Context: an optimization exercise on an open-source flow, tuned for small area and few clock cycles. The choices shown serve that exercise and are no tape-out recipe. In this exercise RTL edits were held to simulation tests only and were not proved equivalent to the original. Power is estimated from default activity; no workload was simulated.

`run.sh`:
```
#!/bin/bash
# synth_recipe.tcl (not shown) runs the flow's synth.tcl, then flattens the netlist and writes it again
# the make line also repeats each setting of config.mk as NAME=value (left out here)
make -C /OpenROAD-flow-scripts/flow DESIGN_CONFIG=/design/flow/config.mk WORK_HOME=/design/flow/orfs CLKGATE_MAP_FILE= SYNTH_SCRIPT=/design/flow/synth_recipe.tcl finish
```
`config.mk`:
```
export PLATFORM = sky130hd
export DESIGN_NAME = cached_example_decoder
export DESIGN_NICKNAME = cached_example_decoder
export VERILOG_FILES = /design/flow/design.v
export SDC_FILE = /design/flow/constraint.sdc
export NUM_CORES = 4
export LEC_CHECK = 0
export CAP_MARGIN = 20
export CORE_MARGIN = 2
export CORE_UTILIZATION = 40
export SLEW_MARGIN = 20
```
`constraint.sdc`:
```
create_clock -name core_clock -period 9.0 [get_ports {clk}]
set_input_delay 1.8000 -clock core_clock [delete_from_list [all_inputs] [get_ports {clk}]]
set_output_delay 1.8000 -clock core_clock [all_outputs]
set_load 0.01 [all_outputs]
```
`design.v`:
```
package cedec_pkg;
    typedef enum logic [2:0] {
        KIND_LABEL     = 3'd0,
        KIND_WEIGHT    = 3'd1,
        KIND_TAG       = 3'd2,
        KIND_NS_HEADER = 3'd3,
        KIND_FEATURE   = 3'd4,
        KIND_TRUNCATED = 3'd5,
        KIND_OVERRUN   = 3'd6
    } kind_t;
    typedef struct packed {
        logic        valid;
        kind_t       kind;
        logic [7:0]  namespace_id;
        logic [31:0] feature_index;
        logic [31:0] value_bits;
        logic        last_of_example;
    } result_t;
endpackage
module cedec_core
#(
    parameter int INDEX_BITS         = 32,
    parameter int LENGTH_FIELD_BYTES = 8
)
(
    input  logic    clk,
    input  logic    rst_n,
    input  logic    step,
    input  logic [7:0] data_byte,
    input  logic    stream_end,
    output cedec_pkg::result_t res
);
    localparam logic [31:0] VAL_NEG_ONE = 32'hBF80_0000;
    localparam logic [31:0] VAL_POS_ONE = 32'h3F80_0000;
    localparam logic [3:0]  LEN_BYTES   = 4'(LENGTH_FIELD_BYTES);
    typedef enum logic [3:0] {
        PH_LABEL   = 4'd0,
        PH_WEIGHT  = 4'd1,
        PH_NSCOUNT = 4'd2,
        PH_TAGLEN  = 4'd3,
        PH_TAG     = 4'd4,
        PH_NSID    = 4'd5,
        PH_NSLEN   = 4'd6,
        PH_FEAT    = 4'd7,
        PH_FVAL    = 4'd8
    } phase_t;
    typedef struct packed {
        logic [63:0] value;
        logic [6:0]  shift;
        logic        done;
    } varint_t;
    function automatic logic [31:0] index_low(input logic [INDEX_BITS-1:0] x);
        logic [63:0] ext;
        ext = 64'(x);
        index_low = ext[31:0];
    endfunction
    phase_t                  phase_reg, phase_next;
    logic [3:0]              byte_count_reg, byte_count_next;
    logic [63:0]             assembly_reg, assembly_next;
    logic [63:0]             varint_value_reg, varint_value_next;
    logic [6:0]              varint_shift_reg, varint_shift_next;
    logic [63:0]             namespaces_left_reg, namespaces_left_next;
    logic [63:0]             tag_left_reg, tag_left_next;
    logic [63:0]             storage_left_reg, storage_left_next;
    logic [INDEX_BITS-1:0]   previous_index_reg, previous_index_next;
    logic [7:0]              current_namespace_reg, current_namespace_next;
    logic [INDEX_BITS-1:0]   pending_index_reg, pending_index_next;
    varint_t                 vi;
    logic [63:0]             vi_part;
    logic [63:0]             col_asm;
    logic [3:0]              col_cnt;
    logic [63:0]             storage_dec;
    logic [63:0]             ns_dec;
    logic [63:0]             tag_dec;
    logic [63:0]             delta;
    logic [INDEX_BITS-1:0]   idx_sum;
    logic                    example_done;
    logic                    overrun;
    logic                    bad_phase;
    logic                    end_ns;
    always_comb
    begin
        vi_part     = 64'(data_byte[6:0]) << varint_shift_reg[5:0];
        vi.value    = varint_shift_reg[6] ? varint_value_reg : (varint_value_reg | vi_part);
        vi.shift    = (varint_shift_reg >= 7'd57) ? 7'd64 : varint_shift_reg + 7'd7;
        vi.done     = !data_byte[7];
        col_asm     = assembly_reg | (64'(data_byte) << {byte_count_reg[2:0], 3'b000});
        col_cnt     = byte_count_reg + 4'd1;
        storage_dec = (storage_left_reg != 64'd0) ? storage_left_reg - 64'd1 : 64'd0;
        ns_dec      = (namespaces_left_reg != 64'd0) ? namespaces_left_reg - 64'd1 : 64'd0;
        tag_dec     = (tag_left_reg != 64'd0) ? tag_left_reg - 64'd1 : 64'd0;
        delta       = vi.value >> 2;
        idx_sum     = previous_index_reg + delta[INDEX_BITS-1:0];
        phase_next             = phase_reg;
        byte_count_next        = byte_count_reg;
        assembly_next          = assembly_reg;
        varint_value_next      = varint_value_reg;
        varint_shift_next      = varint_shift_reg;
        namespaces_left_next   = namespaces_left_reg;
        tag_left_next          = tag_left_reg;
        storage_left_next      = storage_left_reg;
        previous_index_next    = previous_index_reg;
        current_namespace_next = current_namespace_reg;
        pending_index_next     = pending_index_reg;
        res          = '0;
        res.kind     = cedec_pkg::KIND_LABEL;
        example_done = 1'b0;
        overrun      = 1'b0;
        bad_phase    = 1'b0;
        end_ns       = 1'b0;
        case (phase_reg)
            PH_LABEL, PH_WEIGHT:
            begin
                assembly_next   = col_asm;
                byte_count_next = col_cnt;
                if (col_cnt >= 4'd4)
                begin
                    res.valid       = 1'b1;
                    res.kind        = (phase_reg == PH_LABEL) ? cedec_pkg::KIND_LABEL : cedec_pkg::KIND_WEIGHT;
                    res.value_bits  = col_asm[31:0];
                    assembly_next   = '0;
                    byte_count_next = '0;
                    phase_next      = (phase_reg == PH_LABEL) ? PH_WEIGHT : PH_NSCOUNT;
                end
            end
            PH_NSCOUNT:
            begin
                varint_value_next = vi.value;
                varint_shift_next = vi.shift;
                if (vi.done)
                begin
                    namespaces_left_next = vi.value;
                    varint_value_next    = '0;
                    varint_shift_next    = '0;
                    phase_next           = PH_TAGLEN;
                end
            end
            PH_TAGLEN:
            begin
                varint_value_next = vi.value;
                varint_shift_next = vi.shift;
                if (vi.done)
                begin
                    tag_left_next     = vi.value;
                    varint_value_next = '0;
                    varint_shift_next = '0;
                    if (vi.value != 64'd0)
                        phase_next = PH_TAG;
                    else if (namespaces_left_reg != 64'd0)
                        phase_next = PH_NSID;
                    else
                    begin
                        phase_next   = PH_LABEL;
                        example_done = 1'b1;
                    end
                end
            end
            PH_TAG:
            begin
                tag_left_next       = tag_dec;
                res.valid           = 1'b1;
                res.kind            = cedec_pkg::KIND_TAG;
                res.value_bits      = 32'(data_byte);
                res.last_of_example = (tag_dec == 64'd0) && (namespaces_left_reg == 64'd0);
                if (tag_dec == 64'd0)
                begin
                    if (namespaces_left_reg != 64'd0)
                        phase_next = PH_NSID;
                    else
                    begin
                        phase_next   = PH_LABEL;
                        example_done = 1'b1;
                    end
                end
            end
            PH_NSID:
            begin
                varint_value_next = vi.value;
                varint_shift_next = vi.shift;
                if (vi.done)
                begin
                    current_namespace_next = vi.value[7:0];
                    varint_value_next      = '0;
                    varint_shift_next      = '0;
                    assembly_next          = '0;
                    byte_count_next        = '0;
                    phase_next             = PH_NSLEN;
                end
            end
            PH_NSLEN:
            begin
                assembly_next   = col_asm;
                byte_count_next = col_cnt;
                if (col_cnt >= LEN_BYTES)
                begin
                    storage_left_next   = col_asm;
                    assembly_next       = '0;
                    byte_count_next     = '0;
                    previous_index_next = '0;
                    res.valid           = 1'b1;
                    res.kind            = cedec_pkg::KIND_NS_HEADER;
                    res.namespace_id    = current_namespace_reg;
                    res.last_of_example = (col_asm == 64'd0) && (namespaces_left_reg <= 64'd1);
                    if (col_asm == 64'd0)
                        end_ns = 1'b1;
                    else
                        phase_next = PH_FEAT;
                end
            end
            PH_FEAT:
            begin
                storage_left_next = storage_dec;
                varint_value_next = vi.value;
                varint_shift_next = vi.shift;
                if (vi.done)
                begin
                    varint_value_next   = '0;
                    varint_shift_next   = '0;
                    previous_index_next = idx_sum;
                    if (vi.value[0] || !vi.value[1])
                    begin
                        res.valid           = 1'b1;
                        res.kind            = cedec_pkg::KIND_FEATURE;
                        res.namespace_id    = current_namespace_reg;
                        res.feature_index   = index_low(idx_sum);
                        res.value_bits      = vi.value[0] ? VAL_NEG_ONE : VAL_POS_ONE;
                        res.last_of_example = (storage_dec == 64'd0) &&
                                              (namespaces_left_reg <= 64'd1);
                        if (storage_dec == 64'd0)
                            end_ns = 1'b1;
                        else
                            phase_next = PH_FEAT;
                    end
                    else if (storage_dec < 64'd4)
                        overrun = 1'b1;
                    else
                    begin
                        pending_index_next = idx_sum;
                        assembly_next      = '0;
                        byte_count_next    = '0;
                        phase_next         = PH_FVAL;
                    end
                end
                else if (storage_dec == 64'd0)
                    overrun = 1'b1;
            end
            PH_FVAL:
            begin
                storage_left_next = storage_dec;
                assembly_next     = col_asm;
                byte_count_next   = col_cnt;
                if (col_cnt >= 4'd4)
                begin
                    assembly_next       = '0;
                    byte_count_next     = '0;
                    res.valid           = 1'b1;
                    res.kind            = cedec_pkg::KIND_FEATURE;
                    res.namespace_id    = current_namespace_reg;
                    res.feature_index   = index_low(pending_index_reg);
                    res.value_bits      = col_asm[31:0];
                    res.last_of_example = (storage_dec == 64'd0) &&
                                          (namespaces_left_reg <= 64'd1);
                    if (storage_dec == 64'd0)
                        end_ns = 1'b1;
                    else
                        phase_next = PH_FEAT;
                end
            end
            default:
            begin
                bad_phase = 1'b1;
            end
        endcase
        if (end_ns)
        begin
            namespaces_left_next = ns_dec;
            if (ns_dec == 64'd0)
            begin
                phase_next   = PH_LABEL;
                example_done = 1'b1;
            end
            else
                phase_next = PH_NSID;
        end
        if (overrun)
        begin
            res                 = '0;
            res.valid           = 1'b1;
            res.kind            = cedec_pkg::KIND_OVERRUN;
            res.namespace_id    = current_namespace_next;
            res.last_of_example = 1'b1;
        end
        else if (stream_end && !example_done && !bad_phase)
        begin
            res                 = '0;
            res.valid           = 1'b1;
            res.kind            = cedec_pkg::KIND_TRUNCATED;
            res.namespace_id    = current_namespace_next;
            res.last_of_example = 1'b1;
        end
        if (overrun || bad_phase || example_done || stream_end)
        begin
            phase_next           = PH_LABEL;
            byte_count_next      = '0;
            assembly_next        = '0;
            varint_value_next    = '0;
            varint_shift_next    = '0;
            namespaces_left_next = '0;
            tag_left_next        = '0;
            storage_left_next    = '0;
            previous_index_next  = '0;
            pending_index_next   = '0;
            if (overrun || bad_phase || !example_done)
                current_namespace_next = '0;
        end
    end
    always_ff @(posedge clk or negedge rst_n)
    begin
        if (!rst_n)
        begin
            phase_reg             <= PH_LABEL;
            byte_count_reg        <= '0;
            assembly_reg          <= '0;
            varint_value_reg      <= '0;
            varint_shift_reg      <= '0;
            namespaces_left_reg   <= '0;
            tag_left_reg          <= '0;
            storage_left_reg      <= '0;
            previous_index_reg    <= '0;
            current_namespace_reg <= '0;
            pending_index_reg     <= '0;
        end
        else if (step)
        begin
            phase_reg             <= phase_next;
            byte_count_reg        <= byte_count_next;
            assembly_reg          <= assembly_next;
            varint_value_reg      <= varint_value_next;
            varint_shift_reg      <= varint_shift_next;
            namespaces_left_reg   <= namespaces_left_next;
            tag_left_reg          <= tag_left_next;
            storage_left_reg      <= storage_left_next;
            previous_index_reg    <= previous_index_next;
            current_namespace_reg <= current_namespace_next;
            pending_index_reg     <= pending_index_next;
        end
    end
endmodule
module cached_example_decoder
#(
    parameter int INDEX_BITS         = 32,
    parameter int LENGTH_FIELD_BYTES = 8
)
(
    input  logic        clk,
    input  logic        rst_n,
    input  logic        in_valid,
    output logic        in_ready,
    input  logic [7:0]  data_byte,
    input  logic        stream_end,
    output logic        out_valid,
    input  logic        out_ready,
    output logic [2:0]  kind,
    output logic [7:0]  namespace_id,
    output logic [31:0] feature_index,
    output logic [31:0] value_bits,
    output logic        last_of_example
);
    logic       in_valid_reg;
    logic [7:0] data_reg;
    logic       end_reg;
    logic       out_valid_reg;
    cedec_pkg::result_t    out_reg;
    cedec_pkg::result_t    res;
    logic       advance;
    assign advance  = in_valid_reg && (!out_valid_reg || out_ready);
    assign in_ready = !in_valid_reg || advance;
    cedec_core #(
        .INDEX_BITS        (INDEX_BITS),
        .LENGTH_FIELD_BYTES(LENGTH_FIELD_BYTES)
    ) u_core (
        .clk       (clk),
        .rst_n     (rst_n),
        .step      (advance),
        .data_byte (data_reg),
        .stream_end(end_reg),
        .res       (res)
    );
    always_ff @(posedge clk or negedge rst_n)
    begin
        if (!rst_n)
        begin
            in_valid_reg  <= 1'b0;
            out_valid_reg <= 1'b0;
        end
        else
        begin
            if (in_ready)
                in_valid_reg <= in_valid;
            if (advance)
                out_valid_reg <= res.valid;
            else if (out_ready)
                out_valid_reg <= 1'b0;
        end
    end
    always_ff @(posedge clk)
    begin
        if (in_ready && in_valid)
        begin
            data_reg <= data_byte;
            end_reg  <= stream_end;
        end
        if (advance && res.valid)
            out_reg <= res;
    end
    assign out_valid       = out_valid_reg;
    assign kind            = out_reg.kind;
    assign namespace_id    = out_reg.namespace_id;
    assign feature_index   = out_reg.feature_index;
    assign value_bits      = out_reg.value_bits;
    assign last_of_example = out_reg.last_of_example;
endmodule
```
==> run summary <==
Outcome -> finished clean
Initial antenna violation count -> 7
Ys async rst share -> 0.828
# hold bufs at CTS -> 0
RSZ-0062 raised after global routing -> false
Tcrit/Tclk final -> 0.797
CP bufs+invs -> 2
Pre-CTS WS -> 2.10 ns
PD cells -> 222 nW/µm²
Worst Hold Class -> flop to flop
Synth unique cells -> 104
Synth Warn # -> 2
Clock latency (worst-skew pair) -> 0.65 ns
# IOs -> 91
Multi-input combinational cell area -> 17,600 µm²
Critical Path RT -> 9.31 ns
Fraction of layout cells with a size suffix above 1 -> 0.0797
Worst hold start -> u_core.assembly_reg[4]$_DFFE_PN0P_
Cells after synthesis -> 3,715
Critical path capture point type -> flop
Num CTS Buffers -> 58
Worst r2r path cells -> 13
Worst setup SP type -> flop
Syn_area_per_cell -> 8.56 µm²
First-pass GRT wire length -> 188 mm
Postcts setup bufs -> 0
Vias in the first global route -> 28,398
Synth area leader -> dfrtp_1
Most common cell after layout, fill and taps aside -> dfrtp_1
H-Tree Depth -> 2
# setup viols final -> 0
Final nets -> 3,720
Maximum vdd drop -> 0.164 mV
Largest net degree at the start of global routing -> 151
Post-DP HPWL -> 88.8 mm
Worst Slack Setup Final -> 1.83 ns
Synthesized cell area -> 31,800 µm²
CP peak stage delay -> 0.85 ns
Most frequent cells in the layout -> dfrtp_1, nand2_1, nor2_1
EDFF count, synth -> 85
Post_cts resized -> 0
GRT overflow -> 0
Relative slew slack -> 0.135
Share of the synthesized area in the top cell type -> 0.322
Commonest register cell after synthesis -> dfrtp_1
Final min period -> 7.17 ns
CP arrival -> 7.48 ns
Buffers on Ports -> 90
Die span in y -> 286 µm
DR WL/cell -> 26.2 µm
Max FFs per register -> 76
# rows -> 103
Root buffer cell -> clkbuf_16
Crit-path max FO -> 45
Slew Limit Fails -> 0
Worst Hold Depth -> 2
Iter 0 DRT Violations -> 4,226
CTS tree -> built
WHS Endpoint -> u_core.assembly_reg[4]$_DFFE_PN0P_
Synth top area cells -> dfrtp_1, edfxtp_1, a22o_1
Clock-pin slew on the worst setup and hold paths -> 0.06 ns
R2R Path End -> out_reg[49]$_SDFFCE_PP0P_
Leak pwr -> 14.9 nW
FMAX -> 139 MHz
Crit-path cells -> or3_1, nor3_1, a21oi_1, nor2_1, nor3_2, nor2_1, o221a_4, o211ai_4, buf_4, o31ai_4, nor3_1, nor2_4, buf_12
Setup Skew -> 0.0205 ns
Core footprint -> 78,900 µm²
Routed vias -> 31,056
Antenna violation net count after detailed routing -> 0
Fill count -> 7,798
Die area -> 81,800 µm²
Post-Syn Nets -> 3,770
Routed wire length -> 125 mm
Number of diodes -> 0
R2R setup slack -> 1.83 ns
R2r startpoint -> u_core.varint_shift_reg[4]$_DFFE_PN0P_
Clock Path Buffers -> 3
CP Class -> flop to flop
Slew @ Worst Pin -> 1.28 ns
# DRC -> 0
Flops & latches, synth -> 494
Sequential-to-total area share from yosys stat -> 0.402
Initial Util -> 0.403
Post-Route Setup TNS -> 0 ns
GPL Wtd Cong -> 0.999
First drt pass iteration count -> 6
Vias per std cell -> 6.52
Max-cap violations -> 0
Clock sinks -> 494
Sequential standard cell area -> 12,800 µm²
Crit path max-delay cell type -> o31ai_4
Cell family with most CP delay -> simple AND/OR/NAND/NOR gates
Die X -> 286 µm
Hold Fails Final Rpt -> 0
Global router's overall resource usage -> 0.299
Layout Area Growth over Synthesis -> 12.0%
[layer usage]
layer	track usage	share of wire
met5	0	0.00010
met4	0.0792	0.028
met3	0.0743	0.12
met2	0.419	0.41
met1	0.453	0.45
[worst register-to-register path, cell delays in order, from the launching register on]
cell      delay [ns]
dfrtp_1         0.65
or3_1           0.51
nor3_1          0.56
a21oi_1         0.44
nor2_1          0.47
nor3_2          0.27
nor2_1          0.67
o221a_4         0.62
o211ai_4        0.13
buf_4           0.26
o31ai_4         0.87
nor3_1          0.20
nor2_4          0.77
buf_12          0.34
[Yosys cell counts, types with 14 or more instances]
master / n
dfrtp_1: 409
nand2_1: 403
nor2_1: 326
o21ai_0: 221
a21oi_1: 220
clkbuf_1: 210
a22o_1: 175
nor3_1: 160
xnor2_1: 106
inv_1: 98
nor4_1: 97
nand3_1: 95
edfxtp_1: 85
o31ai_1: 79
o22ai_1: 71
nand4_1: 64
a31oi_1: 63
or3_1: 63
xor2_1: 63
buf_2: 51
or4_1: 43
a22oi_1: 41
ha_1: 41
a21o_1: 38
and2_1: 34
nor2b_1: 33
nand2b_1: 25
or2_2: 24
nand3b_1: 17
mux2i_1: 16
nand4b_1: 15
nor4b_1: 15
o21ba_2: 14
[layout make-up]
cell class | count | area share
multi-input cells | 2839 | 0.493
well taps | 1050 | 0.0369
clock buffers | 74 | 0.0447
clock inverters | 35 | 0.0115
flip-flops and latches | 494 | 0.359
repair buffers | 173 | 0.0440
inverters | 99 | 0.0104
[report_power, final]
| part | internal, W | switching (W) | total [W] |
|---|---|---|---|
| Sequential | 0.00238 | 0.000149 | 0.00253 |
| Clock | 0.00146 | 0.00107 | 0.00253 |
| Combinational | 0.000914 | 0.00192 | 0.00284 |
| Total | 0.00475 | 0.00314 | 0.00789 |
[logic make-up (layout without fill, tap and decap cells)]
group                      Yosys count  count (layout)  synth area share
and+or+nand+nor                   1495            1495             0.239
AOI/OAI and AO/OA                 1108            1108             0.238
DFF                                494             494             0.402
buffers and inverters              382             381            0.0483
xor gates and xnor gates           169             169            0.0466
adders and majority gates           42              42            0.0168
muxes                               25              25           0.00893
[worst max-delay path by stage]
| stage | depth (start not counted) | start | slack (ns) | end |
|---|---|---|---|---|
| after global placement | 13 | u_core.varint_shift_reg[4]$_DFFE_PN0P_ | 2.13 | out_reg[49]$_SDFFCE_PP0P_ |
| after CTS | 16 | u_core.tag_left_reg[0]$_DFFE_PN0P_ | 2.06 | out_reg[49]$_SDFFCE_PP0P_ |
| after detailed placement | 16 | u_core.tag_left_reg[0]$_DFFE_PN0P_ | 2.10 | out_reg[50]$_SDFFCE_PP0P_ |
| after floorplan | 14 | u_core.storage_left_reg[27]$_DFFE_PN0P_ | 1.43 | out_reg[0]$_SDFFCE_PP1P_ |
| after global routing | 14 | u_core.tag_left_reg[9]$_DFFE_PN0P_ | 1.52 | out_reg[54]$_SDFFCE_PP0P_ |
| final | 13 | u_core.varint_shift_reg[4]$_DFFE_PN0P_ | 1.83 | out_reg[49]$_SDFFCE_PP0P_ |
[stage by stage]
step                      power (W)  hold slack, ns  cells  cell area, µm²   util
after floorplan             0.00434           0.441   3715           31800      -
after global placement      0.00531           0.456   4655           33600  0.426
after detailed placement    0.00529           0.467   4655           33600  0.426
after CTS                   0.00782           0.480   4764           35600  0.452
after global routing        0.00820           0.500   4764           35600  0.452
final                       0.00789           0.477   4764           35600  0.452
Testbench counts, summed over its fixed seeds: cycles 28,567.

## port drivers added, routing unchanged
Ports are ideal in the flow. The routed layout listed here was re-timed in OpenROAD.
Step 1 assumes that a clkbuf_16 drives the clock port and a buf_2 every other input.
Step 2 times the ports against the registers' clock, not the clock port: input delays grow and output delays shrink by t, the midpoint of the rising clock arrivals with the driver on.
Three values: ideal, step 1, step 2; two values: the first two.
shift t [ns]: 0.708
setup WS [ns]: 1.830 / 1.830 / 1.830
hold slack, ns: 0.477 / 0.477 / 0.477
worst setup path at the end: register to register
worst slew at a driven data input, ns: 0.05
After both steps setup and hold are still met in this run. The setup slack of this run moves by 0.000 ns with the drivers and by 0.000 ns with both steps.
